Context: an optimization exercise on an open-source flow, tuned for small area, a short achievable clock period and few clock cycles per item. The choices shown serve that exercise and are no tape-out recipe.
Function was not checked in any run shown here: the RTL went through the layout flow alone.
Power figures rest on the tool's default switching activity, not on a simulated workload.

## flow/run.sh

```bash
#!/bin/bash
# Standard ORFS layout, with repair_timing asked for extra setup margin so
# that it keeps improving paths well below the design's clock period.
set -euo pipefail
bash standard.sh SETUP_SLACK_MARGIN=8.6 finish > standard_flow.log 2>&1
```

## standard.sh

```bash
#!/bin/bash
# synth_recipe.tcl (not shown) runs the flow's synth.tcl, then flattens the netlist and writes it again
# the make line also repeats each setting of config.mk as NAME=value (left out here)
make -C /OpenROAD-flow-scripts/flow DESIGN_CONFIG=/design/flow/config.mk WORK_HOME=/design/flow/orfs CLKGATE_MAP_FILE= SYNTH_SCRIPT=/design/flow/synth_recipe.tcl "${@:-finish}"
```

## config.mk

```make
export PLATFORM = sky130hd
export DESIGN_NAME = luma_block_mean_mosaic
export DESIGN_NICKNAME = luma_block_mean_mosaic
export VERILOG_FILES = /design/flow/design.v
export SDC_FILE = /design/flow/constraint.sdc
export NUM_CORES = 4
export LEC_CHECK = 0
export CAP_MARGIN = 20
export CORE_MARGIN = 2
export CORE_UTILIZATION = 35
export CTS_CLUSTER_DIAMETER = 100
export CTS_CLUSTER_SIZE = 25
export PLACE_DENSITY = 0.5
export SLEW_MARGIN = 20
export SYNTH_MEMORY_MAX_BITS = 4096
```

## design.v

```verilog
package lbmm_pkg;
  localparam int CFG_W     = 13;
  localparam int CFG_IDX_W = 1;
  localparam int PIX_W     = 8;
  localparam int MEAN_W    = 8;
  localparam int COORD_W   = 9;
  localparam int SUM_W     = 14;    
  localparam int BC_W      = 7;     
  localparam int BR_W      = 9;     
  localparam int MAX_WIDTH  = 1024;
  localparam int MAX_HEIGHT = 4096;
  localparam logic [CFG_W-1:0] RST_FRAME_WIDTH  = 13'd640;
  localparam logic [CFG_W-1:0] RST_FRAME_HEIGHT = 13'd480;
endpackage
module lbmm_ram (
  input  logic       clk,
  input  logic [9:0] len,        
  input  logic [1:0] wdigit,
  output logic [1:0] rdigit
);
  logic [9:0] segsel;
  always_ff @(posedge clk) begin
    if (len >= 10'd505) begin
      segsel <= {1'b1, 9'(len - 10'd505)};
    end else begin
      segsel <= {1'b0, len[8:0]};
    end
  end
  logic [1:0] s505 [505];
  logic [1:0] s256 [256];
  logic [1:0] s128 [128];
  logic [1:0] s64  [64];
  logic [1:0] s32  [32];
  logic [1:0] s16  [16];
  logic [1:0] s8   [8];
  logic [1:0] s4   [4];
  logic [1:0] s2   [2];
  logic [1:0] s1;
  logic [1:0] c505, c256, c128, c64, c32, c16, c8, c4, c2, c1;
  assign c505 = segsel[9] ? s505[504] : wdigit;
  assign c256 = segsel[8] ? s256[255] : c505;
  assign c128 = segsel[7] ? s128[127] : c256;
  assign c64  = segsel[6] ? s64[63]   : c128;
  assign c32  = segsel[5] ? s32[31]   : c64;
  assign c16  = segsel[4] ? s16[15]   : c32;
  assign c8   = segsel[3] ? s8[7]     : c16;
  assign c4   = segsel[2] ? s4[3]     : c8;
  assign c2   = segsel[1] ? s2[1]     : c4;
  assign c1   = segsel[0] ? s1        : c2;
  always_ff @(posedge clk) begin
    s505[0] <= wdigit;
    for (int i = 1; i < 505; i++) s505[i] <= s505[i-1];
    s256[0] <= c505;
    for (int i = 1; i < 256; i++) s256[i] <= s256[i-1];
    s128[0] <= c256;
    for (int i = 1; i < 128; i++) s128[i] <= s128[i-1];
    s64[0] <= c128;
    for (int i = 1; i < 64; i++) s64[i] <= s64[i-1];
    s32[0] <= c64;
    for (int i = 1; i < 32; i++) s32[i] <= s32[i-1];
    s16[0] <= c32;
    for (int i = 1; i < 16; i++) s16[i] <= s16[i-1];
    s8[0] <= c16;
    for (int i = 1; i < 8; i++) s8[i] <= s8[i-1];
    s4[0] <= c8;
    for (int i = 1; i < 4; i++) s4[i] <= s4[i-1];
    s2[0] <= c4;
    s2[1] <= s2[0];
    s1 <= c2;
  end
  assign rdigit = c1;
endmodule
module lbmm_div (
  input  logic        clk,
  input  logic        rst_n,
  input  logic        load,
  input  logic [13:0] dividend,
  input  logic [6:0]  divisor,      
  input  logic [6:0]  bc,
  input  logic [8:0]  br,
  input  logic        last,
  output logic        free,
  input  logic        out_ready,
  output logic        out_valid,
  output logic [8:0]  out_block_column,
  output logic [8:0]  out_block_row,
  output logic [7:0]  out_mean_luma,
  output logic        out_frame_last
);
  logic [5:0] rem_r;
  logic [7:0] q_r;
  logic [6:0] d_r;
  logic [7:0] d3_r;
  logic [2:0] cnt_r;
  logic       busy_r, valid_r;
  logic [6:0] bc_r;
  logic [8:0] br_r;
  logic       last_r;
  logic [7:0] t;
  logic [8:0] s1, s2, s3;
  logic [5:0] rnx;
  logic [1:0] qd;
  always_comb begin
    t  = {rem_r, q_r[7:6]};
    s1 = {1'b0, t} - {2'b00, d_r};
    s2 = {1'b0, t} - {1'b0, d_r, 1'b0};
    s3 = {1'b0, t} - {1'b0, d3_r};
    if (!s3[8]) begin
      qd  = 2'd3;
      rnx = s3[5:0];
    end else if (!s2[8]) begin
      qd  = 2'd2;
      rnx = s2[5:0];
    end else if (!s1[8]) begin
      qd  = 2'd1;
      rnx = s1[5:0];
    end else begin
      qd  = 2'd0;
      rnx = t[5:0];
    end
  end
  always_ff @(posedge clk) begin
    if (!rst_n) begin
      busy_r  <= 1'b0;
      valid_r <= 1'b0;
      cnt_r   <= '0;
    end else if (load) begin
      busy_r  <= 1'b1;
      cnt_r   <= '0;
    end else if (busy_r) begin
      cnt_r <= cnt_r + 3'd1;
      if (cnt_r == 3'd4) begin
        busy_r  <= 1'b0;
        valid_r <= 1'b1;
      end
    end else if (out_ready) begin
      valid_r <= 1'b0;
    end
  end
  always_ff @(posedge clk) begin
    if (!rst_n) begin
      q_r    <= '0;
      bc_r   <= '0;
      br_r   <= '0;
      last_r <= 1'b0;
    end else if (load) begin
      q_r    <= dividend[7:0];
      bc_r   <= bc;
      br_r   <= br;
      last_r <= last;
    end else if (busy_r && (cnt_r != '0)) begin
      q_r    <= {q_r[5:0], qd};
    end
  end
  always_ff @(posedge clk) begin
    if (load) begin
      rem_r <= dividend[13:8];
      d_r   <= divisor;
    end else if (busy_r) begin
      if (cnt_r == '0) begin
        d3_r <= 8'({1'b0, d_r} + {d_r, 1'b0});
      end else begin
        rem_r <= rnx;
      end
    end
  end
  assign free             = ~busy_r & ~valid_r;
  assign out_valid        = valid_r;
  assign out_block_column = {2'b00, bc_r};
  assign out_block_row    = br_r;
  assign out_mean_luma    = q_r;
  assign out_frame_last   = last_r;
endmodule
module lbmm_ctrl (
  input  logic       clk,
  input  logic       rst_n,
  input  logic       hold,          
  input  logic       in_valid,
  output logic       in_ready,
  output logic       cfg_ready,     
  input  logic [7:0] in_pixel,
  input  logic       in_frame_start,
  input  logic       consume,       
  output logic       a_valid,
  output logic [7:0] a_pixel,
  output logic       a_first
);
  logic       a_v_r, s_v_r, rdy_r, crdy_r;
  logic [7:0] a_pix_r, s_pix_r;
  logic       a_fs_r, s_fs_r;
  logic       take, a_free;
  logic       a_v_nxt, s_v_nxt;
  assign take   = in_valid & rdy_r;
  assign a_free = ~a_v_r | consume;
  always_comb begin
    if (a_free) begin
      a_v_nxt = s_v_r | take;
      s_v_nxt = s_v_r & take;
    end else begin
      a_v_nxt = 1'b1;
      s_v_nxt = s_v_r | take;
    end
  end
  always_ff @(posedge clk) begin
    if (!rst_n) begin
      a_v_r    <= 1'b0;
      s_v_r    <= 1'b0;
      rdy_r    <= 1'b0;
      crdy_r   <= 1'b0;
    end else begin
      a_v_r    <= a_v_nxt;
      s_v_r    <= s_v_nxt;
      rdy_r    <= ~(a_v_nxt & s_v_nxt) & ~hold;
      crdy_r   <= ~(a_v_nxt | s_v_nxt);
    end
  end
  always_ff @(posedge clk) begin
    if (a_free) begin
      if (s_v_r) begin
        a_pix_r <= s_pix_r;
        a_fs_r  <= s_fs_r;
      end else begin
        a_pix_r <= in_pixel;
        a_fs_r  <= in_frame_start;
      end
    end
    if ((a_free & s_v_r) | (~a_free & ~s_v_r)) begin
      s_pix_r <= in_pixel;
      s_fs_r  <= in_frame_start;
    end
  end
  assign in_ready  = rdy_r;
  assign cfg_ready = crdy_r;
  assign a_valid  = a_v_r;
  assign a_pixel  = a_pix_r;
  assign a_first  = a_fs_r;
endmodule
module lbmm_dp (
  input  logic        clk,
  input  logic        rst_n,
  input  logic        cfg_valid,
  input  logic        cfg_index,
  input  logic [12:0] cfg_data,
  output logic        cfg_busy,
  input  logic        a_valid,
  input  logic [7:0]  a_pixel,
  input  logic        a_first,
  output logic        consume,
  input  logic        out_ready,
  output logic        out_valid,
  output logic [8:0]  out_block_column,
  output logic [8:0]  out_block_row,
  output logic [7:0]  out_mean_luma,
  output logic        out_frame_last
);
  logic        cfg_v_r, cfg_i_r;
  logic [12:0] cfg_d_r;
  logic [9:0]  wm1;
  logic [11:0] hm1;
  always_ff @(posedge clk) begin
    cfg_v_r <= cfg_valid;
    cfg_i_r <= cfg_index;
    cfg_d_r <= cfg_data;
  end
  always_comb begin
    if (cfg_d_r == '0)                    wm1 = '0;
    else if (cfg_d_r > 13'd1024)          wm1 = 10'd1023;
    else                                  wm1 = 10'(cfg_d_r - 13'd1);
    if (cfg_d_r == '0)                    hm1 = '0;
    else if (cfg_d_r > 13'd4096)          hm1 = 12'd4095;
    else                                  hm1 = 12'(cfg_d_r - 13'd1);
  end
  logic [6:0] last_bc_r;
  logic [2:0] last_rx_r;
  logic [8:0] last_br_r;
  logic [2:0] last_ry_r;
  logic       l0, b0, w1, h1;
  always_ff @(posedge clk) begin
    if (!rst_n) begin
      last_bc_r <= 7'd79;
      last_rx_r <= 3'd7;
      last_br_r <= 9'd59;
      last_ry_r <= 3'd7;
    end else if (cfg_v_r) begin
      if (cfg_i_r == 1'b0) begin
        last_bc_r <= wm1[9:3];
        last_rx_r <= wm1[2:0];
      end else begin
        last_br_r <= hm1[11:3];
        last_ry_r <= hm1[2:0];
      end
    end
  end
  logic [6:0] dll_r;
  always_ff @(posedge clk) begin
    dll_r <= 7'((4'(last_rx_r) + 4'd1) * (4'(last_ry_r) + 4'd1));
  end
  assign l0 = (last_bc_r == '0);
  assign b0 = (last_br_r == '0);
  assign w1 = l0 & (last_rx_r == '0);
  assign h1 = b0 & (last_ry_r == '0);
  assign cfg_busy = cfg_v_r;
  logic [6:0] ph_t_r;
  logic [2:0] ph_p_r;
  logic       run_r;
  logic       proc;
  logic [6:0] ph_t_n;
  logic [2:0] ph_p_n;
  always_ff @(posedge clk) begin
    if (!rst_n || cfg_v_r) begin
      run_r <= 1'b0;
    end else if (proc) begin
      run_r <= 1'b1;
    end
  end
  always_comb begin
    if (!(run_r || proc)) begin
      ph_t_n = '0;
      ph_p_n = '0;
    end else if ((ph_t_r == last_bc_r) && (ph_p_r == last_rx_r)) begin
      ph_t_n = '0;
      ph_p_n = '0;
    end else if (ph_p_r == 3'd7) begin
      ph_t_n = ph_t_r + 7'd1;
      ph_p_n = '0;
    end else begin
      ph_t_n = ph_t_r;
      ph_p_n = ph_p_r + 3'd1;
    end
  end
  always_ff @(posedge clk) begin
    ph_t_r <= ph_t_n;
    ph_p_r <= ph_p_n;
  end
  logic [2:0] rx_r, ry_r;
  logic [6:0] bc_r;
  logic [8:0] br_r;
  logic       lt_r, lb_r;      
  logic       re_r, ce_r;      
  logic       le_r, be_r;      
  logic       z_r;             
  logic       pv_r;            
  logic       eq_r, ge_r, eq1_r, ph0_r, ph1_r;
  logic [2:0] rx, ry;
  logic [6:0] bc;
  logic [8:0] br;
  logic       lt, lb, re, ce, le, be, z;
  logic       inw, late, emit, p_ok, short_r;
  logic       defer_r, div_free;
  logic [6:0] divisor;
  logic [2:0] rx_n, ry_n;
  logic [6:0] bc_n;
  logic [8:0] br_n;
  logic       lt_n, lb_n, re_n, ce_n, le_n, be_n;
  always_comb begin
    if (a_first || !pv_r) begin
      rx = '0; ry = '0; bc = '0; br = '0;
      lt = l0; lb = b0;
      re = w1; ce = w1;
      le = h1; be = h1;
      z  = 1'b1;
    end else begin
      rx = rx_r; ry = ry_r; bc = bc_r; br = br_r;
      lt = lt_r; lb = lb_r;
      re = re_r; ce = ce_r;
      le = le_r; be = be_r;
      z  = z_r;
    end
    if (a_first || !pv_r) begin
      inw  = ph0_r;
      late = ~short_r & ph1_r;
    end else begin
      inw  = eq_r & ge_r;
      late = ~short_r & eq1_r;
    end
    emit    = ce & be;
    proc    = a_valid & (lt | inw | late) & p_ok;
    case ({lt, lb})
      2'b00:   divisor = 7'd64;
      2'b10:   divisor = {(4'(last_rx_r) + 4'd1), 3'b000};
      2'b01:   divisor = {(4'(last_ry_r) + 4'd1), 3'b000};
      default: divisor = dll_r;
    endcase
  end
  always_comb begin
    rx_n = rx; ry_n = ry; bc_n = bc; br_n = br;
    lt_n = lt; lb_n = lb;
    re_n = re; ce_n = ce; le_n = le; be_n = be;
    if (re) begin
      rx_n = '0;
      bc_n = '0;
      lt_n = l0;
      re_n = w1;
      ce_n = w1;
      if (le) begin
        ry_n = '0;
        br_n = '0;
        lb_n = b0;
        le_n = h1;
        be_n = h1;
      end else if (ry == 3'd7) begin
        ry_n = '0;
        br_n = br + 9'd1;
        lb_n = (br_n == last_br_r);
        le_n = lb_n & (last_ry_r == '0);
        be_n = le_n;
      end else begin
        ry_n = ry + 3'd1;
        le_n = lb & (ry_n == last_ry_r);
        be_n = (ry_n == 3'd7) | le_n;
      end
    end else if (rx == 3'd7) begin
      rx_n = '0;
      bc_n = bc + 7'd1;
      lt_n = (bc_n == last_bc_r);
      re_n = lt_n & (last_rx_r == '0);
      ce_n = re_n;
    end else begin
      rx_n = rx + 3'd1;
      re_n = lt & (rx_n == last_rx_r);
      ce_n = (rx_n == 3'd7) | re_n;
    end
  end
  always_ff @(posedge clk) begin
    if (!rst_n) begin
      pv_r <= 1'b0;
    end else if (proc) begin
      pv_r <= 1'b1;
    end
  end
  logic [6:0] bc_d;
  logic [2:0] rx_d;
  assign bc_d = proc ? bc_n : bc_r;
  assign rx_d = proc ? rx_n : rx_r;
  always_ff @(posedge clk) begin
    eq_r  <= (ph_t_n == bc_d);
    ge_r  <= (ph_p_n >= rx_d);
    eq1_r <= (ph_t_n == (bc_d + 7'd1));
    ph0_r <= (ph_t_n == 7'd0);
    ph1_r <= (ph_t_n == 7'd1);
  end
  always_ff @(posedge clk) begin
    if (proc) begin
      rx_r <= rx_n; ry_r <= ry_n; bc_r <= bc_n; br_r <= br_n;
      lt_r <= lt_n; lb_r <= lb_n;
      re_r <= re_n; ce_r <= ce_n; le_r <= le_n; be_r <= be_n;
      z_r  <= (rx_n == '0) & (ry_n == '0);
    end
  end
  assign consume = proc;
  logic [1:0]  rdigit;
  logic [13:0] dser_r, wb_r, sr_r, rlast_r;
  logic [10:0] acc_r, acc_n;
  logic        ignw_r, ignw_n;
  logic [13:0] base, padd, total, fin;
  logic        p_in, p_late, wb_load, sr_load;
  logic [7:0]  wb_dly_r;
  always_ff @(posedge clk) begin
    short_r <= (last_bc_r == 7'd1);
  end
  assign p_in    = proc & ~lt & inw;
  assign p_late  = proc & ~lt & ~inw;
  assign wb_load = (ph_p_r == 3'd7) && (ph_t_r != last_bc_r);
  assign sr_load = short_r ? wb_load : wb_dly_r[7];
  always_comb begin
    if (lt)       base = rlast_r;
    else if (inw) base = 14'(acc_r);
    else          base = wb_r;
    padd   = (z ? 14'd0 : base) + 14'(a_pixel);
    acc_n  = p_in ? padd[10:0] : acc_r;
    ignw_n = ignw_r | (p_in & z);
    total  = (ignw_n ? 14'd0 : dser_r) + ((p_in & z) ? 14'd0 : 14'(acc_r))
           + (p_in ? 14'(a_pixel) : 14'd0);
    fin    = p_late ? padd : wb_r;
  end
  always_ff @(posedge clk) begin
    dser_r   <= {rdigit, dser_r[13:2]};
    wb_dly_r <= {wb_dly_r[6:0], wb_load};
    acc_r    <= wb_load ? 11'd0 : acc_n;
    ignw_r   <= wb_load ? 1'b0 : ignw_n;
    if (wb_load) begin
      wb_r <= total;
    end else if (p_late) begin
      wb_r <= padd;
    end
    if (sr_load) begin
      sr_r <= short_r ? total : fin;
    end else begin
      sr_r <= {2'b00, sr_r[13:2]};
    end
    if (proc & lt) begin
      rlast_r <= padd;
    end
  end
  lbmm_ram u_ring (
    .clk    (clk),
    .len    ({last_bc_r, last_rx_r} - (short_r ? 10'd7 : 10'd15)),
    .wdigit (sr_r[1:0]),
    .rdigit (rdigit)
  );
  logic        div_load;
  logic [8:0]  d_br_r;
  logic        d_last_r, d_lb_r;
  logic [13:0] ld_sum;
  logic [6:0]  ld_div, ld_bc;
  logic [8:0]  ld_br;
  logic        ld_last;
  assign p_ok     = lt ? ~defer_r : (~emit | (div_free & ~defer_r));
  assign div_load = (defer_r | (proc & emit)) & div_free;
  always_ff @(posedge clk) begin
    if (!rst_n) begin
      defer_r <= 1'b0;
    end else if (defer_r) begin
      defer_r <= ~div_free;
    end else begin
      defer_r <= proc & emit & lt & ~div_free;
    end
  end
  always_ff @(posedge clk) begin
    if (~defer_r) begin
      d_br_r   <= br;
      d_last_r <= re & le;
      d_lb_r   <= lb;
    end
  end
  always_comb begin
    if (defer_r) begin
      ld_sum  = rlast_r;
      ld_div  = d_lb_r ? dll_r : {(4'(last_rx_r) + 4'd1), 3'b000};
      ld_bc   = last_bc_r;
      ld_br   = d_br_r;
      ld_last = d_last_r;
    end else begin
      ld_sum  = (~lt & inw) ? total : padd;
      ld_div  = divisor;
      ld_bc   = bc;
      ld_br   = br;
      ld_last = re & le;
    end
  end
  lbmm_div u_div (
    .clk              (clk),
    .rst_n            (rst_n),
    .load             (div_load),
    .dividend         (ld_sum),
    .divisor          (ld_div),
    .bc               (ld_bc),
    .br               (ld_br),
    .last             (ld_last),
    .free             (div_free),
    .out_ready        (out_ready),
    .out_valid        (out_valid),
    .out_block_column (out_block_column),
    .out_block_row    (out_block_row),
    .out_mean_luma    (out_mean_luma),
    .out_frame_last   (out_frame_last)
  );
endmodule
module luma_block_mean_mosaic (
  input  logic                           clk,
  input  logic                           rst_n,
  input  logic                           in_valid,
  output logic                           in_ready,
  input  logic [lbmm_pkg::PIX_W-1:0]     in_pixel,
  input  logic                           in_frame_start,
  output logic                           out_valid,
  input  logic                           out_ready,
  output logic [lbmm_pkg::COORD_W-1:0]   out_block_column,
  output logic [lbmm_pkg::COORD_W-1:0]   out_block_row,
  output logic [lbmm_pkg::MEAN_W-1:0]    out_mean_luma,
  output logic                           out_frame_last,
  input  logic                           cfg_valid,
  output logic                           cfg_ready,
  input  logic [lbmm_pkg::CFG_IDX_W-1:0] cfg_index,
  input  logic [lbmm_pkg::CFG_W-1:0]     cfg_data
);
  logic       consume, cfg_busy, a_valid, a_first;
  logic [7:0] a_pixel;
  lbmm_ctrl u_ctrl (
    .clk            (clk),
    .rst_n          (rst_n),
    .hold           (cfg_busy),
    .in_valid       (in_valid),
    .in_ready       (in_ready),
    .cfg_ready      (cfg_ready),
    .in_pixel       (in_pixel),
    .in_frame_start (in_frame_start),
    .consume        (consume),
    .a_valid        (a_valid),
    .a_pixel        (a_pixel),
    .a_first        (a_first)
  );
  lbmm_dp u_dp (
    .clk              (clk),
    .rst_n            (rst_n),
    .cfg_valid        (cfg_valid & cfg_ready),
    .cfg_index        (cfg_index),
    .cfg_data         (cfg_data),
    .cfg_busy         (cfg_busy),
    .a_valid          (a_valid),
    .a_pixel          (a_pixel),
    .a_first          (a_first),
    .consume          (consume),
    .out_ready        (out_ready),
    .out_valid        (out_valid),
    .out_block_column (out_block_column),
    .out_block_row    (out_block_row),
    .out_mean_luma    (out_mean_luma),
    .out_frame_last   (out_frame_last)
  );
endmodule
```

## constraint.sdc

```tcl
create_clock -name core_clock -period 12.0 [get_ports {clk}]
set_input_delay 2.4000 -clock core_clock [delete_from_list [all_inputs] [get_ports {clk}]]
set_output_delay 2.4000 -clock core_clock [all_outputs]
set_load 0.01 [all_outputs]
```

==> results of run 1 <==
==> per-layer routing <==
layer	GRT usage, %	part of all wire [%]
met1	15.9	52
met2	14.9	40
met3	2.51	4.8
met4	4.13	3.8
met5	0	0
==> worst max-delay path, stage by stage (launching register included) <==
cell	delay, ps
dfxtp_4	360
or4_4	540
or4_4	540
and3_4	190
o31a_1	280
buf_12	150
a21oi_4	170
buf_6	130
nand2_2	40
fa_1	510
inv_1	50
ha_1	270
a21o_1	170
a21oi_2	160
o21ai_2	80
a31o_2	220
a41o_1	210
o41a_1	360
xnor2_2	180
a2111oi_2	300
a311oi_1	70
==> area by class of cell <==
cell class	count	area [um2]	area share, %
Sequential cell	2294	46700	73.3
Multi-Input combinational cell	1258	9480	14.9
Clock buffer	110	2660	4.17
Tap cell	2072	2590	4.07
Timing Repair Buffer	167	1650	2.58
Inverter	112	465	0.730
Clock inverter	12	163	0.255
Timing Repair inverter	2	17.5	0.0275
==> path summary, 6_finish.rpt <==
path                                 start                  endpoint
setup reg to reg         u_dp.last_bc_r[2]       u_dp.u_div.rem_r[4]
hold / removal    u_dp.u_ring.s505[497][1]  u_dp.u_ring.s505[498][1]
hold reg to reg   u_dp.u_ring.s505[497][1]  u_dp.u_ring.s505[498][1]
setup / recovery         u_dp.last_bc_r[2]       u_dp.u_div.rem_r[4]
==> cell usage in the layout, fill, tap and decap left out, drive strengths merged, types with 19 or more instances in the layout <==
cell / n
inv: 113
a211oi: 37
and2: 27
mux2i: 43
nand2b: 29
a21oi: 100
dfxtp: 2221
nand2: 228
clkbuf: 111
nor3: 31
clkdlybuf4s50: 27
nor2: 125
o211ai: 22
xnor2: 92
xor2: 39
o21ai: 74
ha: 85
a22oi: 19
and3: 22
a21o: 19
nand3: 29
mux2: 27
edfxtp: 73
buf: 137
==> flip-flops by register name, indices dropped and copies added, names as in the netlist, 16 cells and up <==
signal / cells
u_dp.u_ring.s505: 1010
u_dp.u_ring.s256: 512
u_dp.u_ring.s128: 256
u_dp.u_ring.s64: 128
u_dp.u_ring.s32: 64
u_dp.u_ring.s16: 32
u_dp.u_ring.s8: 16
==> per-stage QoR <==
step / worst slack (ps) / cell area [um2] / std cells
final: 6730 / 63800 / 6027
after global routing: 6560 / 63800 / 6027
after CTS: 6590 / 63100 / 5998
after detailed placement: 5710 / 59000 / 5806
after global placement: 5750 / 59000 / 5806
after floorplan: 6800 / 56200 / 3748
==> cell families (layout without fill, tap and decap cells) <==
group                      count (synthesis)  count (layout)  synth area share (%)
xor gates and xnor gates                 130             131                  2.03
other                                      1               2               0.00670
and+or+nand+nor                          564             565                  4.74
muxes                                     70              70                  1.32
AOI/OAI and AO/OA                        387             387                  4.62
DFF                                     2294            2294                  83.3
adders and majority gates                103             103                  2.54
buffers and inverters                    198             403                  1.43
==> timing repair <==
| item | in CTS | in global routing |
|---|---|---|
| resized for setup | 305 | 80 |
| gates cloned | 3 | 4 |
| setup buffers | 67 | 25 |
| pin swaps | 49 | 39 |
| setup endpoints to repair | 178 | 129 |
==> power breakdown <==
| group | switching, uW | leakage [uW] | internal, uW | total [uW] |
|---|---|---|---|---|
| Sequential | 107 | 0.0186 | 7820 | 7930 |
| Clock | 2220 | 0.00135 | 1600 | 3820 |
| Combinational | 394 | 0.00510 | 334 | 728 |
| Total | 2720 | 0.0251 | 9750 | 12500 |
==> impl_results.md, run 1 <==
* Clk_skew at 59.6 ps
* Die area at 163000 um2
* Reg-to-reg slack, setup at 6730 ps
* Total wire length at 87.7 mm
* Global-route wire length before repair at 139 mm
* IO Count at 58
* EDFF count, synth at 73
* R2r worst-path depth at 20
* Mean Syn Cell Area at 14.9 um2
* Hold buffer count at CTS at 0
* Hold Path Class: reg -> reg
* Share of cells above drive strength 1 at 12.0%
* Worst setup SP type: flip-flop
* Final hold slack at 290 ps
* Iteration-0 DRC Markers at 1473
* Root Buffer: clkbuf_16
* Drt pass-1 iters at 6
* Total Routing Usage GR at 10.7%
* Final critical-path share of the clock period at 43.9%
* Tot Pwr at 12500 uW
* Synth warn at 13
* Final core occ at 40.2%
* Row count at 146
* Synth Flop Type: dfxtp_1
* Layout Nets at 4069
* Largest net degree at the start of global routing at 61
* Routed Antenna Nets at 0
* Data arrival time of the critical path at 5730 ps
* Synth top area cells: dfxtp_1 (79%), edfxtp_1 (3.9%), ha_1 (1.9%)
* Max-Cap Viols at 0
* Filler Cells Inserted at 14.6k
* Die Wd at 404 um
* # clock sinks at 2294
* Routability cong. at 0.807
* CP Data Required Time at 12460 ps
* Placed wire-length estimate at 50.7 mm
* Result of the run: finished clean
* Post-Syn Instances at 3747
* Register bit total from synthesis at 2294
* Top post-synthesis cells by count: dfxtp_1 (2221), nand2_1 (226), nor2_1 (125)
* Max Buffers Root-to-Sink at 3
* Critical Path Sink Type: flip-flop
* Asr flop ratio synth at 0%
* Initial Util at 35.3%
* Htree depth at 3
* Core ar. at 159000 um2
* Die Y-Extent at 404 um
* Global route overflow at 0
* Most common cell in the synthesized netlist: dfxtp_1
* Setup TNS at 0 ps
* PwrDens at 196 nW/um2
* Hold path cells at 0
* Routed len/inst at 14.6 um
* ANT cells at 0
* Final slew viol count at 0
* Worst-Margin Slew at 1190 ps
* Seq/Total Area, Yosys at 83.3%
* Num CTS Buffers at 103
* P&R area growth vs syn at 13.8%
* Kind of critical path: reg -> reg
* Initial antenna violation count at 0
* Via density at 4.14
* Area leader, netlist: dfxtp_1
* Fmax at 190 MHz
* Lkg Pwr at 0.0251 uW
* Hold Violations, Final at 0
* IO Port Bufs at 55
* Max-Slew Margin vs Limit at 20.3%
* Vias in the first global route at 24.6k
* Distinct cells, synth at 85
* Crit path time final at 5270 ps
* Clock latency (worst-skew pair) at 740 ps
* Vias post-DR at 25.0k
* Clock slew at reported path FFs at 100 ps
* Drt drc at 0
* Syn Std Cell Area at 56000 um2
* Setup-failing EPs final at 0
* Critical path fanouts, max at 3
* Synth top area share at 79.4%
* RSZ-0062 raised after global routing: yes
* VDD IR-drop max at 0.0987 mV
* TritonCTS clock tree: done
==> run 2, diff against run 1 <==
--- a/config.mk
+++ b/config.mk
@@ -8,8 +8,8 @@
 export CAP_MARGIN = 20
 export CORE_MARGIN = 2
 export CORE_UTILIZATION = 35
-export CTS_CLUSTER_DIAMETER = 100
-export CTS_CLUSTER_SIZE = 25
+export CTS_CLUSTER_DIAMETER = 80
+export CTS_CLUSTER_SIZE = 20
 export PLACE_DENSITY = 0.5
 export SLEW_MARGIN = 20
 export SYNTH_MEMORY_MAX_BITS = 4096
==> run 2 against run 1 <==
Net effect: utilization increased by 0.69 points; clock-buffer cell count up 40; final cell count grew 0.68%; critical path type unchanged; critical endpoint unchanged; non-clock buffer count fell by 10.
==> impl_results.md, run 2 <==
* EDFF count, synth at 73 (unchanged)
* Fmax at 192 MHz (was 190 MHz)
* Most common cell after layout, fill and taps aside: dfxtp_1 (unchanged)
* Clock latency (worst-skew pair) at 790 ps (was 740 ps)
* Most common cell in the synthesized netlist: dfxtp_1 (unchanged)
* Synth Flop Type: dfxtp_1 (unchanged)
* Largest net degree at the start of global routing at 61 (unchanged)
* Kind of critical path: reg -> reg (unchanged)
* Synth top area share at 79.4% (unchanged)
* TritonCTS clock tree: done (unchanged)
* VDD IR-drop max at 0.141 mV (was 0.0987 mV)
* Critical Path Sink Type: flip-flop (unchanged)
* Worst setup SP type: flip-flop (unchanged)
* IO Count at 58 (unchanged)
* Hold Violations, Final at 0 (unchanged)
* Filler Cells Inserted at 14.5k (was 14.6k)
* Share of cells above drive strength 1 at 12.8% (was 12.0%)
* Layout Nets at 4092 (was 4069)
* Area leader, netlist: dfxtp_1 (unchanged)
* Commonest non-fill, non-tap cells in the layout: dfxtp_1 (2183), nand2_1 (212), clkbuf_16 (144) (was dfxtp_1 (2183), nand2_1 (209), nor2_1 (121))
* Hold Path Class: reg -> reg (unchanged)
* ANT cells at 0 (unchanged)
* Lkg Pwr at 0.0256 uW (was 0.0251 uW)
* Row count at 146 (unchanged)
* Mean Syn Cell Area at 14.9 um2 (unchanged)
* Synth warn at 13 (unchanged)
* Non-filler cells, final at 6068 (was 6027)
* Drt drc at 0 (unchanged)
* Distinct cells, synth at 85 (unchanged)
* Top post-synthesis cells by count: dfxtp_1 (2221), nand2_1 (226), nor2_1 (125) (unchanged)
* Routed Antenna Nets at 0 (unchanged)
* CP Data Required Time at 12500 ps (was 12460 ps)
* Seq/Total Area, Yosys at 83.3% (unchanged)
* Die Wd at 404 um (unchanged)
* Syn Std Cell Area at 56000 um2 (unchanged)
* Critical path fanouts, max at 11 (was 3)
* IO Port Bufs at 55 (unchanged)
* Initial Util at 35.3% (unchanged)
* P&R area growth vs syn at 15.8% (was 13.8%)
* Max Buffers Root-to-Sink at 3 (unchanged)
* Vias in the first global route at 25.1k (was 24.6k)
* Asr flop ratio synth at 0% (unchanged)
* Placed Cells incl. Taps at 5806 (unchanged)
* Vias post-DR at 25.2k (was 25.0k)
* Iteration-0 DRC Markers at 1387 (was 1473)
* Total wire length at 87.5 mm (was 87.7 mm)
* Worst-Margin Slew at 1070 ps (was 1190 ps)
* Core ar. at 159000 um2 (unchanged)
* Placed wire-length estimate at 50.7 mm (unchanged)
* Max-Slew Margin vs Limit at 28.0% (was 20.3%)
* Die area at 163000 um2 (unchanged)
* Result of the run: finished clean (unchanged)
* Setup TNS at 0 ps (unchanged)
* Clk_skew at 52.6 ps (was 59.6 ps)
* RSZ-0062 raised after global routing: yes (unchanged)
* Crit path time final at 5200 ps (was 5270 ps)
* Root Buffer: clkbuf_16 (unchanged)
* PwrDens at 205 nW/um2 (was 196 nW/um2)
* Drt pass-1 iters at 5 (was 6)
* Most flops, register: u_dp.u_ring.s505 (unchanged)
* Routed len/inst at 14.4 um (was 14.6 um)
* Max FFs per register at 1010 (unchanged)
* Final critical-path share of the clock period at 43.4% (was 43.9%)
* Global route overflow at 0 (unchanged)
* Post-Syn Instances at 3747 (unchanged)
* Global-route wire length before repair at 141 mm (was 139 mm)
* Die Y-Extent at 404 um (unchanged)
* Register bit total from synthesis at 2294 (unchanged)
* Data arrival time of the critical path at 5700 ps (was 5730 ps)
* Routability cong. at 0.807 (unchanged)
* Max-Cap Viols at 0 (unchanged)
* Htree depth at 4 (was 3)
* Total Routing Usage GR at 10.9% (was 10.7%)
* Largest regs: u_dp.u_ring.s505: 1010 flops, u_dp.u_ring.s256: 512 flops, u_dp.u_ring.s128: 256 flops (unchanged)
* # clock sinks at 2294 (unchanged)
* Setup-failing EPs final at 0 (unchanged)
* Via density at 4.15 (was 4.14)
* Synth top area cells: dfxtp_1 (79%), edfxtp_1 (3.9%), ha_1 (1.9%) (unchanged)
* Clock slew at reported path FFs at 90 ps (was 100 ps)
* Num CTS Buffers at 139 (was 103)
* Final slew viol count at 0 (unchanged)
* Initial antenna violation count at 0 (unchanged)
-- run 2: cell types whose count changed in the layout (fill, tap and decap cells not counted), moves of 4 or more --
cell	change
buf_4	-14
clkbuf_16	+38
clkinvlp_4	-5
inv_6	+5
buf_12	+5
clkinv_4	+4
-- run 2: metal layers --
| layer | part of all wire, % | GRT usage [%] |
|---|---|---|
| met2 | 40 | 15.0 |
| met3 | 5.2 | 2.85 |
| met5 | 0 | 0 |
| met4 | 3.7 | 5.03 |
| met1 | 52 | 15.9 |
-- run 2: report_power, final --
part	switching, uW	internal (uW)
Sequential	107	7820
Clock	2400	2250
Combinational	389	332
Total	2900	10400
-- run 2: cells by family (layout without fill, tap and decap cells) --
logic type | Yosys count | count (layout) | synth area share (%)
buffers and inverters | 198 | 446 | 1.43
AO/OA/AOI/OAI | 387 | 387 | 4.62
multiplexers | 70 | 70 | 1.32
XOR/XNOR | 130 | 130 | 2.03
AND/OR/NAND/NOR | 564 | 564 | 4.74
other | 1 | 2 | 0.00670
flip-flops | 2294 | 2294 | 83.3
adder cells (fa/ha/maj) | 103 | 103 | 2.54
-- run 2: layout make-up --
class                      count  area, um2  area share, %
clock buffer                 150       3660           5.64
clock inverter                26        358          0.552
inverter                     112        465          0.718
multi-input combinational   1256       9410           14.5
sequential                  2294      46700           72.1
tap                         2072       2590           4.00
timing repair buffer         157       1630           2.51
timing repair inverter         1       8.76         0.0135
-- run 2: final timing paths --
check / start / end / slack, ps / depth (start not counted)
setup / recovery: u_dp.last_bc_r[3] / u_dp.u_div.rem_r[4] / 6800 / 19
hold / removal: u_dp.u_ring.s128[8][0] / u_dp.u_ring.s128[9][0] / 310 / 0
setup reg to reg: u_dp.last_bc_r[3] / u_dp.u_div.rem_r[4] / 6800 / 19
hold reg to reg: u_dp.u_ring.s128[8][0] / u_dp.u_ring.s128[9][0] / 310 / 0
-- run 2: repair_timing --
item                       CTS  global route
setup buffers               66            17
pin swaps                   41            28
hold buffers                 0             0
gates resized for setup    310            68
cloned                       3             0
setup endpoints to repair  177           107
-- run 2: stage by stage --
step | instance area [um2] | utilization [%] | power, uW | setup WS, ps | hold WS [ps]
after floorplan | 56200 | - | 8460 | 6800 | 310
after global placement | 59000 | 37.2 | 8650 | 5750 | 310
after detailed placement | 59000 | 37.2 | 8650 | 5710 | 312
after CTS | 64400 | 40.6 | 13500 | 6690 | 308
after global routing | 64800 | 40.9 | 13900 | 6580 | 308
final | 64800 | 40.9 | 13300 | 6800 | 309
-- run 2: critical path: stages (launching register included) --
cell	delay [ps]
dfxtp_4	400
or3_4	420
or4_4	530
and3_4	200
o31a_1	280
buf_12	150
a21oi_4	230
nand2_2	80
fa_1	510
inv_1	50
ha_1	270
a21o_1	170
a21oi_2	170
o21ai_2	90
a31o_2	230
a41o_1	200
o41a_1	350
xnor2_2	190
a2111oi_2	300
a311oi_1	80
==> run 3, diff against run 2 <==
--- a/design.v
+++ b/design.v
@@ -188,6 +188,7 @@
   logic       a_v_r, s_v_r, rdy_r, crdy_r;
   logic [7:0] a_pix_r, s_pix_r;
   logic       a_fs_r, s_fs_r;
+  logic       nfs_r, in_first;    
   logic       take, a_free;
   logic       a_v_nxt, s_v_nxt;
   assign take   = in_valid & rdy_r;
@@ -201,6 +202,14 @@
       s_v_nxt = s_v_r | take;
     end
   end
+  assign in_first = in_frame_start | nfs_r;
+  always_ff @(posedge clk) begin
+    if (!rst_n) begin
+      nfs_r <= 1'b1;
+    end else if (take) begin
+      nfs_r <= 1'b0;
+    end
+  end
   always_ff @(posedge clk) begin
     if (!rst_n) begin
       a_v_r    <= 1'b0;
@@ -221,12 +230,12 @@
         a_fs_r  <= s_fs_r;
       end else begin
         a_pix_r <= in_pixel;
-        a_fs_r  <= in_frame_start;
+        a_fs_r  <= in_first;
       end
     end
     if ((a_free & s_v_r) | (~a_free & ~s_v_r)) begin
       s_pix_r <= in_pixel;
-      s_fs_r  <= in_frame_start;
+      s_fs_r  <= in_first;
     end
   end
   assign in_ready  = rdy_r;
@@ -295,10 +304,12 @@
   always_ff @(posedge clk) begin
     dll_r <= 7'((4'(last_rx_r) + 4'd1) * (4'(last_ry_r) + 4'd1));
   end
-  assign l0 = (last_bc_r == '0);
-  assign b0 = (last_br_r == '0);
-  assign w1 = l0 & (last_rx_r == '0);
-  assign h1 = b0 & (last_ry_r == '0);
+  always_ff @(posedge clk) begin
+    l0 <= (last_bc_r == '0);
+    b0 <= (last_br_r == '0);
+    w1 <= (last_bc_r == '0) & (last_rx_r == '0);
+    h1 <= (last_br_r == '0) & (last_ry_r == '0);
+  end
   assign cfg_busy = cfg_v_r;
   logic [6:0] ph_t_r;
   logic [2:0] ph_p_r;
@@ -339,7 +350,6 @@
   logic       re_r, ce_r;      
   logic       le_r, be_r;      
   logic       z_r;             
-  logic       pv_r;            
   logic       eq_r, ge_r, eq1_r, ph0_r, ph1_r;
   logic [2:0] rx, ry;
   logic [6:0] bc;
@@ -353,7 +363,7 @@
   logic [8:0] br_n;
   logic       lt_n, lb_n, re_n, ce_n, le_n, be_n;
   always_comb begin
-    if (a_first || !pv_r) begin
+    if (a_first) begin
       rx = '0; ry = '0; bc = '0; br = '0;
       lt = l0; lb = b0;
       re = w1; ce = w1;
@@ -366,7 +376,7 @@
       le = le_r; be = be_r;
       z  = z_r;
     end
-    if (a_first || !pv_r) begin
+    if (a_first) begin
       inw  = ph0_r;
       late = ~short_r & ph1_r;
     end else begin
@@ -421,13 +431,6 @@
       ce_n = (rx_n == 3'd7) | re_n;
     end
   end
-  always_ff @(posedge clk) begin
-    if (!rst_n) begin
-      pv_r <= 1'b0;
-    end else if (proc) begin
-      pv_r <= 1'b1;
-    end
-  end
   logic [6:0] bc_d;
   logic [2:0] rx_d;
   assign bc_d = proc ? bc_n : bc_r;
@@ -463,14 +466,15 @@
   assign wb_load = (ph_p_r == 3'd7) && (ph_t_r != last_bc_r);
   assign sr_load = short_r ? wb_load : wb_dly_r[7];
   always_comb begin
-    if (lt)       base = rlast_r;
-    else if (inw) base = 14'(acc_r);
-    else          base = wb_r;
+    if (lt_r)              base = rlast_r;
+    else if (eq_r & ge_r)  base = 14'(acc_r);
+    else                   base = wb_r;
     padd   = (z ? 14'd0 : base) + 14'(a_pixel);
     acc_n  = p_in ? padd[10:0] : acc_r;
     ignw_n = ignw_r | (p_in & z);
-    total  = (ignw_n ? 14'd0 : dser_r) + ((p_in & z) ? 14'd0 : 14'(acc_r))
-           + (p_in ? 14'(a_pixel) : 14'd0);
+    total  = p_in ? (((ignw_r | z) ? 14'd0 : dser_r) + (z ? 14'd0 : 14'(acc_r))
+                     + 14'(a_pixel))
+                  : ((ignw_r ? 14'd0 : dser_r) + 14'(acc_r));
     fin    = p_late ? padd : wb_r;
   end
   always_ff @(posedge clk) begin
--- a/config.mk
+++ b/config.mk
@@ -8,8 +8,8 @@
 export CAP_MARGIN = 20
 export CORE_MARGIN = 2
 export CORE_UTILIZATION = 35
-export CTS_CLUSTER_DIAMETER = 80
-export CTS_CLUSTER_SIZE = 20
+export CTS_CLUSTER_DIAMETER = 100
+export CTS_CLUSTER_SIZE = 25
 export PLACE_DENSITY = 0.5
 export SLEW_MARGIN = 20
 export SYNTH_MEMORY_MAX_BITS = 4096
==> run 3 against run 2 <==
Net effect: critical path type unchanged; fmax up 41%; clock skew decreased by 14 ps; hold slack better by 1.8 ps; synthesized area rose by 2.0%; first-iteration DRC count is 4.4% higher; die area is 2.0% higher; combinational power is 37% lower; sequential power about the same; synthesized cell count rose by 3.5%; highest routed layer unchanged; clock-buffer cell count down 36.
==> impl_results.md, run 3 <==
* Initial Util at 35.2% (was 35.3%)
* Critical Path Sink Type: flip-flop (unchanged)
* Routed Antenna Nets at 0 (unchanged)
* PwrDens at 189 nW/um2 (was 205 nW/um2)
* Max FFs per register at 1010 (unchanged)
* Root Buffer: clkbuf_16 (unchanged)
* Max-Cap Viols at 0 (unchanged)
* IO Count at 58 (unchanged)
* Total wire length at 87.9 mm (was 87.5 mm)
* Clock slew at reported path FFs at 90 ps (about the same)
* Largest net degree at the start of global routing at 60 (was 61)
* Htree depth at 3 (was 4)
* Hold_sp: u_dp.u_ring.s32[3][0] (was u_dp.u_ring.s128[8][0])
* Routability cong. at 0.823 (was 0.807)
* Routed len/inst at 14.1 um (was 14.4 um)
* Share of cells above drive strength 1 at 10.7% (was 12.8%)
* Seq. cell area at 46800 um2 (was 46700 um2)
* Setup Slack @ Placement at 7430 ps (was 5710 ps)
* R2r worst-path depth at 16 (was 19)
* Most common cell in the synthesized netlist: dfxtp_1 (unchanged)
* CP Data Required Time at 12550 ps (was 12500 ps)
* Synth top area share at 77.9% (was 79.4%)
* Most flops, register: u_dp.u_ring.s505 (unchanged)
* Setup-failing EPs final at 0 (unchanged)
* Global-route wire length before repair at 141 mm (about the same)
* Row count at 148 (was 146)
* Distinct cells, synth at 94 (was 85)
* CP Cell Sequence: buf_12 > nor2_4 > buf_12 > and2_4 > fa_1 > ha_4 > inv_2 > fa_2 > nor2b_4 > o31a_1 > o21bai_2 > a21oi_2 > a41oi_2 > mux2i_2 > a211o_1 > a221oi_2 (was or3_4 > or4_4 > and3_4 > o31a_1 > buf_12 > a21oi_4 > nand2_2 > fa_1 > inv_1 > ha_1 > a21o_1 > a21oi_2 > o21ai_2 > a31o_2 > a41o_1 > o41a_1 > xnor2_2 > a2111oi_2 > a311oi_1)
* Max Buffers Root-to-Sink at 3 (unchanged)
* Filler Cells Inserted at 15.0k (was 14.5k)
* Syn Std Cell Area at 57100 um2 (was 56000 um2)
* Worst setup margin at 8320 ps (was 6800 ps)
* Clk_skew at 38.6 ps (was 52.6 ps)
* Final slew viol count at 0 (unchanged)
* Area leader, netlist: dfxtp_1 (unchanged)
* Vias in the first global route at 25.0k (was 25.1k)
* IO Port Bufs at 55 (unchanged)
* CP most frequent cell: buf_12
* Register bit total from synthesis at 2298 (was 2294)
* Num CTS Buffers at 103 (was 139)
* Die Y-Extent at 408 um (was 404 um)
* Synth top area cells: dfxtp_1 (78%), edfxtp_1 (3.8%), ha_1 (2.1%) (was dfxtp_1 (79%), edfxtp_1 (3.9%), ha_1 (1.9%))
* Worst-Margin Slew at 869 ps (was 1070 ps)
* Seq/Total Area, Yosys at 81.8% (was 83.3%)
* TritonCTS clock tree: done (unchanged)
* Post-Syn Instances at 3877 (was 3747)
* Global route overflow at 0 (unchanged)
* Synth warn at 13 (unchanged)
* Drt drc at 0 (unchanged)
* Die area at 167000 um2 (was 163000 um2)
* Hold Path Class: reg -> reg (unchanged)
* Max-Slew Margin vs Limit at 42.1% (was 28.0%)
* Crit path time final at 3680 ps (was 5200 ps)
* VDD IR-drop max at 0.110 mV (was 0.141 mV)
* CP Buf/Inv Count at 3 (was 2)
* Family with the most delay on the worst path: compound AO/OA/AOI/OAI gates (unchanged)
* Clock latency (worst-skew pair) at 740 ps (was 790 ps)
* Placed wire-length estimate at 52.0 mm (was 50.7 mm)
* Hold path cells at 0 (unchanged)
* Area of the multi-input gates at 10300 um2 (was 9410 um2)
* Lkg Pwr at 0.0251 uW (was 0.0256 uW)
* Worst path max stage delay at 540 ps (was 530 ps)
* Layout Nets at 4164 (was 4092)
* Vias post-DR at 25.7k (was 25.2k)
* Drt pass-1 iters at 5 (unchanged)
* Iteration-0 DRC Markers at 1448 (was 1387)
* Data arrival time of the critical path at 4240 ps (was 5700 ps)
* Critical path fanouts, max at 8 (was 11)
* Synth Flop Type: dfxtp_1 (unchanged)
* P&R area growth vs syn at 12.6% (was 15.8%)
* Initial antenna violation count at 0 (unchanged)
* Commonest non-fill, non-tap cells in the layout: dfxtp_1 (2189), nand2_1 (211), nor2_1 (142) (was dfxtp_1 (2183), nand2_1 (212), clkbuf_16 (144))
* Mean Syn Cell Area at 14.7 um2 (was 14.9 um2)
* Worst setup SP type: flip-flop (unchanged)
* Die Wd at 408 um (was 404 um)
* Fmax at 272 MHz (was 192 MHz)
* Final critical-path share of the clock period at 30.7% (was 43.4%)
* Setup TNS at 0 ps (unchanged)
* Critical Path Slowest Stage Cell: fa_1 (was or4_4)
* Top post-synthesis cells by count: dfxtp_1 (2225), nand2_1 (215), nor2_1 (147) (was dfxtp_1 (2221), nand2_1 (226), nor2_1 (125))
* Most common cell after layout, fill and taps aside: dfxtp_1 (unchanged)
* Largest regs: u_dp.u_ring.s505: 1010 flops, u_dp.u_ring.s256: 512 flops, u_dp.u_ring.s128: 256 flops (unchanged)
* Kind of critical path: reg -> reg (unchanged)
* Total Routing Usage GR at 10.4% (was 10.9%)
* RSZ-0062 raised after global routing: yes (unchanged)
* Hold buffer count at CTS at 0 (unchanged)
* Reg-to-reg startpoint: u_ctrl.a_fs_r (was u_dp.last_bc_r[3])
* Hold path endpoint: u_dp.u_ring.s32[4][0] (was u_dp.u_ring.s128[9][0])
* Reg-to-reg slack, setup at 8320 ps (was 6800 ps)
* Asr flop ratio synth at 0% (unchanged)
* Hold Violations, Final at 0 (unchanged)
* EDFF count, synth at 73 (unchanged)
* Result of the run: finished clean (unchanged)
* # clock sinks at 2298 (was 2294)
* Core ar. at 162000 um2 (was 159000 um2)
* Via density at 4.14 (was 4.15)
* R2r endpoint: u_dp.u_div.rem_r[5] (was u_dp.u_div.rem_r[4])
-- run 3: cell count changes after synthesis, moves of 14 or more --
cell,previous run,this run
nor2b_1,18,41
inv_1,108,80
a21boi_0,10,24
a21oi_1,100,124
nor2_1,125,147
nand3_1,29,43
xor2_1,39,57
xnor2_1,91,74
-- run 3: stage by stage --
stage          total power (uW)  instance area, um2  instances  utilization [%]  hold slack, ps
2_1_floorplan              8310               57200       3878                -             310
3_3_place_gp               8450               60200       6032             37.0             310
3_5_place_dp               8450               60200       6033             37.1             312
4_1_cts                   12400               63900       6194             39.3             297
5_1_grt                   12700               64400       6214             39.6             322
6_report                  12200               64400       6215             39.6             311
-- run 3: layer usage --
metal	up-vias	GRT usage [%]	share of wire (%)
met5	-	0	0
met4	0	4.00	3.6
met3	161	1.91	3.6
met2	375	15.2	41
met1	12215	15.2	52
li1	12964	-	-
-- run 3: kinds of logic (layout without fill, tap and decap cells) --
family,Yosys count,in the layout,synth area share (%)
other,1,3,0.00656
AND/OR/NAND/NOR,627,628,5.32
adder cells (fa/ha/maj),115,115,2.77
AO/OA/AOI/OAI,451,451,5.27
buffers and inverters,179,339,1.36
flip-flops,2298,2298,81.8
XOR/XNOR,134,134,2.10
multiplexers,72,72,1.40
-- run 3: repair_timing --
item,4_1_cts,5_1_grt
setup buffers,35,20
endpoints found under the setup margin,160,78
gates cloned,3,0
pin swaps,22,45
resized for setup,273,71
-- run 3: worst max-delay path by stage --
stage	startpoint	to	depth (start not counted)
2_1_floorplan	u_ctrl.a_fs_r	u_dp.u_div.rem_r[5]	19
3_3_place_gp	u_ctrl.a_fs_r	u_dp.u_div.rem_r[2]	10
5_1_grt	u_ctrl.a_fs_r	u_dp.u_div.rem_r[5]	16
4_1_cts	u_dp.u_div.last_r	out_frame_last	1
6_report	u_ctrl.a_fs_r	u_dp.u_div.rem_r[5]	16
3_5_place_dp	u_ctrl.a_fs_r	u_dp.u_div.rem_r[2]	10
-- run 3: report_power, final --
part           switching [uW]  leakage, uW  total (uW)  internal, uW
Sequential                107       0.0187        7890          7780
Clock                    2220      0.00139        3840          1620
Combinational             254      0.00507         451           197
-- run 3: layout make-up --
| class | count | share of cell area, % |
|---|---|---|
| Antenna cell | 1 | 0.00389 |
| Clock buffer | 114 | 4.20 |
| Clock inverter | 9 | 0.216 |
| Inverter | 84 | 0.529 |
| Multi-Input combinational cell | 1402 | 16.1 |
| Sequential cell | 2298 | 72.8 |
| Tap cell | 2175 | 4.23 |
| Timing Repair Buffer | 132 | 2.00 |
==> run 4, diff against run 3 <==
--- a/design.v
+++ b/design.v
@@ -73,12 +73,13 @@
 module lbmm_div (
   input  logic        clk,
   input  logic        rst_n,
-  input  logic        load,
-  input  logic [13:0] dividend,
+  input  logic        load_hdr,
   input  logic [6:0]  divisor,      
   input  logic [6:0]  bc,
   input  logic [8:0]  br,
   input  logic        last,
+  input  logic        load_sum,
+  input  logic [13:0] dividend,
   output logic        free,
   input  logic        out_ready,
   output logic        out_valid,
@@ -124,7 +125,7 @@
       busy_r  <= 1'b0;
       valid_r <= 1'b0;
       cnt_r   <= '0;
-    end else if (load) begin
+    end else if (load_sum) begin
       busy_r  <= 1'b1;
       cnt_r   <= '0;
     end else if (busy_r) begin
@@ -143,19 +144,25 @@
       bc_r   <= '0;
       br_r   <= '0;
       last_r <= 1'b0;
-    end else if (load) begin
-      q_r    <= dividend[7:0];
-      bc_r   <= bc;
-      br_r   <= br;
-      last_r <= last;
-    end else if (busy_r && (cnt_r != '0)) begin
-      q_r    <= {q_r[5:0], qd};
+    end else begin
+      if (load_hdr) begin
+        bc_r   <= bc;
+        br_r   <= br;
+        last_r <= last;
+      end
+      if (load_sum) begin
+        q_r <= dividend[7:0];
+      end else if (busy_r && (cnt_r != '0)) begin
+        q_r <= {q_r[5:0], qd};
+      end
     end
   end
   always_ff @(posedge clk) begin
-    if (load) begin
+    if (load_hdr) begin
+      d_r <= divisor;
+    end
+    if (load_sum) begin
       rem_r <= dividend[13:8];
-      d_r   <= divisor;
     end else if (busy_r) begin
       if (cnt_r == '0) begin
         d3_r <= 8'({1'b0, d_r} + {d_r, 1'b0});
@@ -451,48 +458,69 @@
     end
   end
   assign consume = proc;
-  logic [1:0]  rdigit;
-  logic [13:0] dser_r, wb_r, sr_r, rlast_r;
-  logic [10:0] acc_r, acc_n;
-  logic        ignw_r, ignw_n;
-  logic [13:0] base, padd, total, fin;
-  logic        p_in, p_late, wb_load, sr_load;
+  logic        wb_load, sr_load;
   logic [7:0]  wb_dly_r;
+  logic        b_v_r, b_lt_r, b_in_r, b_late_r, b_z_r, b_emit_r;
+  logic        b_wbl_r, b_srl_r;
+  logic [7:0]  b_pix_r;
+  logic        hdr_load, dfr_load;
   always_ff @(posedge clk) begin
     short_r <= (last_bc_r == 7'd1);
   end
-  assign p_in    = proc & ~lt & inw;
-  assign p_late  = proc & ~lt & ~inw;
   assign wb_load = (ph_p_r == 3'd7) && (ph_t_r != last_bc_r);
   assign sr_load = short_r ? wb_load : wb_dly_r[7];
+  always_ff @(posedge clk) begin
+    wb_dly_r <= {wb_dly_r[6:0], wb_load};
+    b_wbl_r  <= wb_load;
+    b_srl_r  <= sr_load;
+    b_lt_r   <= lt;
+    b_in_r   <= ~lt & inw;
+    b_late_r <= ~lt & ~inw;
+    b_z_r    <= z;
+    b_pix_r  <= a_pixel;
+    if (!rst_n) begin
+      b_v_r    <= 1'b0;
+      b_emit_r <= 1'b0;
+    end else begin
+      b_v_r    <= proc;
+      b_emit_r <= hdr_load & ~dfr_load;
+    end
+  end
+  logic [1:0]  rdigit;
+  logic [13:0] dser_r, wb_r, sr_r, rlast_r;
+  logic [10:0] acc_r, acc_n;
+  logic        ignw_r, ignw_n;
+  logic [13:0] base, padd, total, fin;
+  logic        b_in, b_late;
+  assign b_in   = b_v_r & b_in_r;
+  assign b_late = b_v_r & b_late_r;
   always_comb begin
-    if (lt_r)              base = rlast_r;
-    else if (eq_r & ge_r)  base = 14'(acc_r);
-    else                   base = wb_r;
-    padd   = (z ? 14'd0 : base) + 14'(a_pixel);
-    acc_n  = p_in ? padd[10:0] : acc_r;
-    ignw_n = ignw_r | (p_in & z);
-    total  = p_in ? (((ignw_r | z) ? 14'd0 : dser_r) + (z ? 14'd0 : 14'(acc_r))
-                     + 14'(a_pixel))
+    if (b_lt_r)      base = rlast_r;
+    else if (b_in_r) base = 14'(acc_r);
+    else             base = wb_r;
+    padd   = (b_z_r ? 14'd0 : base) + 14'(b_pix_r);
+    acc_n  = b_in ? padd[10:0] : acc_r;
+    ignw_n = ignw_r | (b_in & b_z_r);
+    total  = b_in ? (((ignw_r | b_z_r) ? 14'd0 : dser_r) + (b_z_r ? 14'd0 : 14'(acc_r))
+                     + 14'(b_pix_r))
                   : ((ignw_r ? 14'd0 : dser_r) + 14'(acc_r));
-    fin    = p_late ? padd : wb_r;
+    fin    = b_late ? padd : wb_r;
   end
   always_ff @(posedge clk) begin
-    dser_r   <= {rdigit, dser_r[13:2]};
-    wb_dly_r <= {wb_dly_r[6:0], wb_load};
-    acc_r    <= wb_load ? 11'd0 : acc_n;
-    ignw_r   <= wb_load ? 1'b0 : ignw_n;
-    if (wb_load) begin
+    dser_r <= {rdigit, dser_r[13:2]};
+    acc_r  <= b_wbl_r ? 11'd0 : acc_n;
+    ignw_r <= b_wbl_r ? 1'b0 : ignw_n;
+    if (b_wbl_r) begin
       wb_r <= total;
-    end else if (p_late) begin
+    end else if (b_late) begin
       wb_r <= padd;
     end
-    if (sr_load) begin
+    if (b_srl_r) begin
       sr_r <= short_r ? total : fin;
     end else begin
       sr_r <= {2'b00, sr_r[13:2]};
     end
-    if (proc & lt) begin
+    if (b_v_r & b_lt_r) begin
       rlast_r <= padd;
     end
   end
@@ -502,22 +530,23 @@
     .wdigit (sr_r[1:0]),
     .rdigit (rdigit)
   );
-  logic        div_load;
+  logic        can_emit;
   logic [8:0]  d_br_r;
   logic        d_last_r, d_lb_r;
-  logic [13:0] ld_sum;
   logic [6:0]  ld_div, ld_bc;
   logic [8:0]  ld_br;
   logic        ld_last;
-  assign p_ok     = lt ? ~defer_r : (~emit | (div_free & ~defer_r));
-  assign div_load = (defer_r | (proc & emit)) & div_free;
+  assign can_emit = div_free & ~b_emit_r;
+  assign p_ok     = lt ? ~defer_r : (~emit | (can_emit & ~defer_r));
+  assign dfr_load = defer_r & can_emit & ~(b_v_r & b_lt_r);
+  assign hdr_load = dfr_load | (proc & emit & can_emit);
   always_ff @(posedge clk) begin
     if (!rst_n) begin
       defer_r <= 1'b0;
     end else if (defer_r) begin
-      defer_r <= ~div_free;
+      defer_r <= ~dfr_load;
     end else begin
-      defer_r <= proc & emit & lt & ~div_free;
+      defer_r <= proc & emit & lt & ~can_emit;
     end
   end
   always_ff @(posedge clk) begin
@@ -528,14 +557,12 @@
     end
   end
   always_comb begin
-    if (defer_r) begin
-      ld_sum  = rlast_r;
+    if (dfr_load) begin
       ld_div  = d_lb_r ? dll_r : {(4'(last_rx_r) + 4'd1), 3'b000};
       ld_bc   = last_bc_r;
       ld_br   = d_br_r;
       ld_last = d_last_r;
     end else begin
-      ld_sum  = (~lt & inw) ? total : padd;
       ld_div  = divisor;
       ld_bc   = bc;
       ld_br   = br;
@@ -545,12 +572,13 @@
   lbmm_div u_div (
     .clk              (clk),
     .rst_n            (rst_n),
-    .load             (div_load),
-    .dividend         (ld_sum),
+    .load_hdr         (hdr_load),
     .divisor          (ld_div),
     .bc               (ld_bc),
     .br               (ld_br),
     .last             (ld_last),
+    .load_sum         (b_emit_r | dfr_load),
+    .dividend         (dfr_load ? rlast_r : (b_in_r ? total : padd)),
     .free             (div_free),
     .out_ready        (out_ready),
     .out_valid        (out_valid),
==> run 4 against run 3 <==
Net effect: highest routed layer unchanged; global-route usage about the same; clock skew increased by 14 ps; fmax about the same; via count down 2.5%; combinational power down about 20%; first-iteration DRC count down 6.7%; final area down 0.78%; critical endpoint is now out_mean_luma[4]; sequential power about the same; sequential cell count rose by 15; non-clock buffer count shrank 12.
==> impl_results.md, run 4 <==
* Hold path cells at 0 (unchanged)
* Syn Std Cell Area at 56900 um2 (was 57100 um2)
* Placed wire-length estimate at 52.7 mm (was 52.0 mm)
* Seq/Total Area, Yosys at 82.9% (was 81.8%)
* Layout Nets at 4062 (was 4164)
* CP Cell Sequence: buf_6 (was buf_12 > nor2_4 > buf_12 > and2_4 > fa_1 > ha_4 > inv_2 > fa_2 > nor2b_4 > o31a_1 > o21bai_2 > a21oi_2 > a41oi_2 > mux2i_2 > a211o_1 > a221oi_2)
* PwrDens at 190 nW/um2 (was 189 nW/um2)
* Clock slew at reported path FFs at 100 ps (was 90 ps)
* Critical path fanouts, max at 3 (was 8)
* Distinct cells, synth at 81 (was 94)
* Most common cell after layout, fill and taps aside: dfxtp_1 (unchanged)
* Worst-Margin Slew at 1060 ps (was 869 ps)
* Family with the most delay on the worst path: flip-flops (was compound AO/OA/AOI/OAI gates)
* Final slew viol count at 0 (unchanged)
* Mean Syn Cell Area at 15.0 um2 (was 14.7 um2)
* Synth Flop Type: dfxtp_1 (unchanged)
* Share of cells above drive strength 1 at 9.83% (was 10.7%)
* Most flops, register: u_dp.u_ring.s505 (unchanged)
* EDFF count, synth at 83 (was 73)
* Hold Violations, Final at 0 (unchanged)
* Num CTS Buffers at 105 (was 103)
* Largest regs: u_dp.u_ring.s505: 1010 flops, u_dp.u_ring.s256: 512 flops, u_dp.u_ring.s128: 256 flops (unchanged)
* Iteration-0 DRC Markers at 1351 (was 1448)
* Register bit total from synthesis at 2313 (was 2298)
* Setup TNS at 0 ps (unchanged)
* Root Buffer: clkbuf_16 (unchanged)
* Global route overflow at 0 (unchanged)
* Data arrival time of the critical path at 1290 ps (was 4240 ps)
* Crit path time final at 3690 ps (was 3680 ps)
* Worst setup SP type: flip-flop (unchanged)
* Routed Antenna Nets at 0 (unchanged)
* CP Buf/Inv Count at 1 (was 3)
* Routability cong. at 0.809 (was 0.823)
* R2r worst-path depth at 17 (was 16)
* Critical Path Sink Type: primary output (was flip-flop)
* Global-route wire length before repair at 139 mm (was 141 mm)
* Dpl cell area at 59900 um2 (was 60200 um2)
* Routed len/inst at 14.3 um (was 14.1 um)
* Worst path max stage delay at 420 ps (was 540 ps)
* Max Buffers Root-to-Sink at 3 (unchanged)
* Setup-failing EPs final at 0 (unchanged)
* Seq. cell area at 47200 um2 (was 46800 um2)
* CP Data Required Time at 9600 ps (was 12550 ps)
* Drt drc at 0 (unchanged)
* Most common cell in the synthesized netlist: dfxtp_1 (unchanged)
* Die Wd at 407 um (was 408 um)
* Fmax at 271 MHz (was 272 MHz)
* Area leader, netlist: dfxtp_1 (unchanged)
* Synth top area share at 78.5% (was 77.9%)
* Die Y-Extent at 407 um (was 408 um)
* Clk_skew at 52.4 ps (was 38.6 ps)
* Initial antenna violation count at 6 (was 0)
* Hold path endpoint: u_dp.u_ring.s256[80][0] (was u_dp.u_ring.s32[4][0])
* Top post-synthesis cells by count: dfxtp_1 (2230), nand2_1 (154), nor2_1 (132) (was dfxtp_1 (2225), nand2_1 (215), nor2_1 (147))
* Final critical-path share of the clock period at 30.7% (about the same)
* Reg-to-reg startpoint: u_dp.b_z_r (was u_ctrl.a_fs_r)
* Kind of critical path: reg -> out (was reg -> reg)
* IO Port Bufs at 55 (unchanged)
* Post-route design area at 63900 um2 (was 64400 um2)
* # clock sinks at 2313 (was 2298)
* Total Routing Usage GR at 10.5% (was 10.4%)
* Post-Syn Instances at 3784 (was 3877)
* Critical Path Slowest Stage Cell: dfxtp_4 (was fa_1)
* Hold Path Class: reg -> reg (unchanged)
* Reg-to-reg slack, setup at 8500 ps (was 8320 ps)
* Largest net degree at the start of global routing at 47 (was 60)
* Initial Util at 35.3% (was 35.2%)
* Row count at 147 (was 148)
* P&R area growth vs syn at 12.3% (was 12.6%)
* ANT cells at 0 (was 1)
* Clock latency (worst-skew pair) at 750 ps (was 740 ps)
* Filler Cells Inserted at 14.8k (was 15.0k)
* Vias post-DR at 25.1k (was 25.7k)
* Synth top area cells: dfxtp_1 (78%), edfxtp_1 (4.4%), ha_1 (2.1%) (was dfxtp_1 (78%), edfxtp_1 (3.8%), ha_1 (2.1%))
* Result of the run: finished clean (unchanged)
* Area of the multi-input gates at 9370 um2 (was 10300 um2)
* Max-Cap Viols at 0 (unchanged)
* Via density at 4.10 (was 4.14)
* Max FFs per register at 1010 (unchanged)
* Synth warn at 13 (unchanged)
* R2r endpoint: u_dp.u_div.rem_r[5] (unchanged)
* RSZ-0062 raised after global routing: yes (unchanged)
* Max-Slew Margin vs Limit at 28.3% (was 42.1%)
* Lkg Pwr at 0.0252 uW (was 0.0251 uW)
* TritonCTS clock tree: done (unchanged)
* VDD IR-drop max at 0.111 mV (was 0.110 mV)
* Total wire length at 87.1 mm (was 87.9 mm)
* Htree depth at 3 (unchanged)
* Hold_sp: u_dp.u_ring.s256[79][0] (was u_dp.u_ring.s32[3][0])
* Asr flop ratio synth at 0% (unchanged)
* Vias in the first global route at 24.3k (was 25.0k)
* Core ar. at 161000 um2 (was 162000 um2)
* Commonest non-fill, non-tap cells in the layout: dfxtp_1 (2189), nand2_1 (154), nor2_1 (131) (was dfxtp_1 (2189), nand2_1 (211), nor2_1 (142))
* Drt pass-1 iters at 5 (unchanged)
* Die area at 166000 um2 (was 167000 um2)
* IO Count at 58 (unchanged)
## run 4: changes by cell type after synthesis, sizes merged, moves of 17 or more
| cell | change |
|---|---|
| mux2i | +18 |
| buf | -18 |
| and2 | -21 |
| a221o | +17 |
| o211ai | -20 |
| nand2 | -61 |
| inv | +33 |
| o21ai | -18 |
| nand2b | +18 |
| a211oi | -18 |
## run 4: repair_timing
action,4_1_cts,5_1_grt
setup endpoints to repair,72,102
buffers inserted,28,16
hold buffers,0,0
gates resized for setup,266,59
pin swaps,14,21
gates cloned,2,1
endpoints found under the hold margin,0,0
## run 4: area by class of cell
cell class,instances,share of cell area (%)
Timing Repair Buffer,120,1.85
Tap cell,2160,4.23
Sequential cell,2313,73.9
Clock buffer,119,4.20
Clock inverter,16,0.404
Inverter,115,0.694
Multi-Input combinational cell,1264,14.7
## run 4: cell families after synthesis
logic type | share of synthesized area, %
buffers and inverters | 1.42
and+or+nand+nor | 4.53
muxes | 1.85
adders and majority gates | 2.78
xor gates and xnor gates | 2.08
other | 0.00659
AOI/OAI and AO/OA | 4.47
DFF | 82.9
## run 4: power by group
| group | leakage (uW) | switching (uW) | internal, uW |
|---|---|---|---|
| clock | 0.00143 | 2260 | 1620 |
| combinational | 0.00493 | 205 | 155 |
| sequential | 0.0188 | 79.8 | 7820 |
## run 4: how the worst max path moves through the flow
stage                                endpoint               from  cells past startpoint  slack, ps
after detailed placement    u_dp.last_ry_r[2]              rst_n                      3       7780
after CTS                    out_mean_luma[4]  u_dp.u_div.q_r[4]                      1       8250
after global placement      u_dp.last_br_r[4]              rst_n                      3       7810
after floorplan           u_dp.u_div.rem_r[3]        u_dp.ignw_r                     17       8590
final                        out_mean_luma[4]  u_dp.u_div.q_r[4]                      1       8310
after global routing         out_mean_luma[4]  u_dp.u_div.q_r[4]                      1       8260
## run 4: per-stage QoR
step / total power [uW] / std cells / utilization [%] / hold WS (ps) / worst slack (ps)
finish: 12100 / 6107 / 39.7 / 292 / 8310
global route: 12700 / 6107 / 39.7 / 288 / 8260
CTS: 12300 / 6090 / 39.4 / 277 / 8250
detailed placement: 8400 / 5925 / 37.2 / 312 / 7780
global placement: 8400 / 5925 / 37.2 / 310 / 7810
floorplan: 8280 / 3785 / - / 310 / 8590
## run 4: per-layer routing
layer / share of wire [%] / track usage (%) / up-vias / wire (um)
met3: 5.4 / 2.21 / 123 / 4730
li1: - / - / 12561 / -
met1: 53 / 16.0 / 11975 / 46400
met5: 0 / 0 / - / 0
met2: 39 / 14.3 / 406 / 33900
met4: 2.3 / 3.70 / 0 / 2050

-- port drivers added, routing unchanged --
The flow's constraints put no driver on any port. The routed layouts listed below were extracted and timed again, unchanged, in two steps.
Step 1 sets driving cells, clkbuf_16 on the clock port and buf_2 on the other inputs (assumed; they add their load-dependent delay and slew).
Step 2, shift: input delay + t, output delay - t, t = (earliest + latest rising clock arrival at the registers) / 2. This alone moves slack from input paths to output paths.
a / b / c = no drivers / after step 1 / after step 2; a / b = the first two.
run | t, ns | setup WS [ns] | worst hold slack (ns)
run 1 | 0.787 | 6.729 / 6.729 / 6.729 | 0.290 / 0.290 / 0.290
run 2 | 0.837 | 6.798 / 6.798 / 6.798 | 0.309 / 0.309 / 0.309
run 3 | 0.784 | 8.317 / 8.280 / 8.317 | 0.311 / 0.311 / 0.311
run 4 | 0.793 | 8.315 / 8.237 / 8.120 | 0.292 / 0.292 / 0.292
After both steps every run listed still meets setup and hold. The setup slack of run 4, which loses most, moves by -0.078 ns with the drivers and by -0.195 ns with both steps.
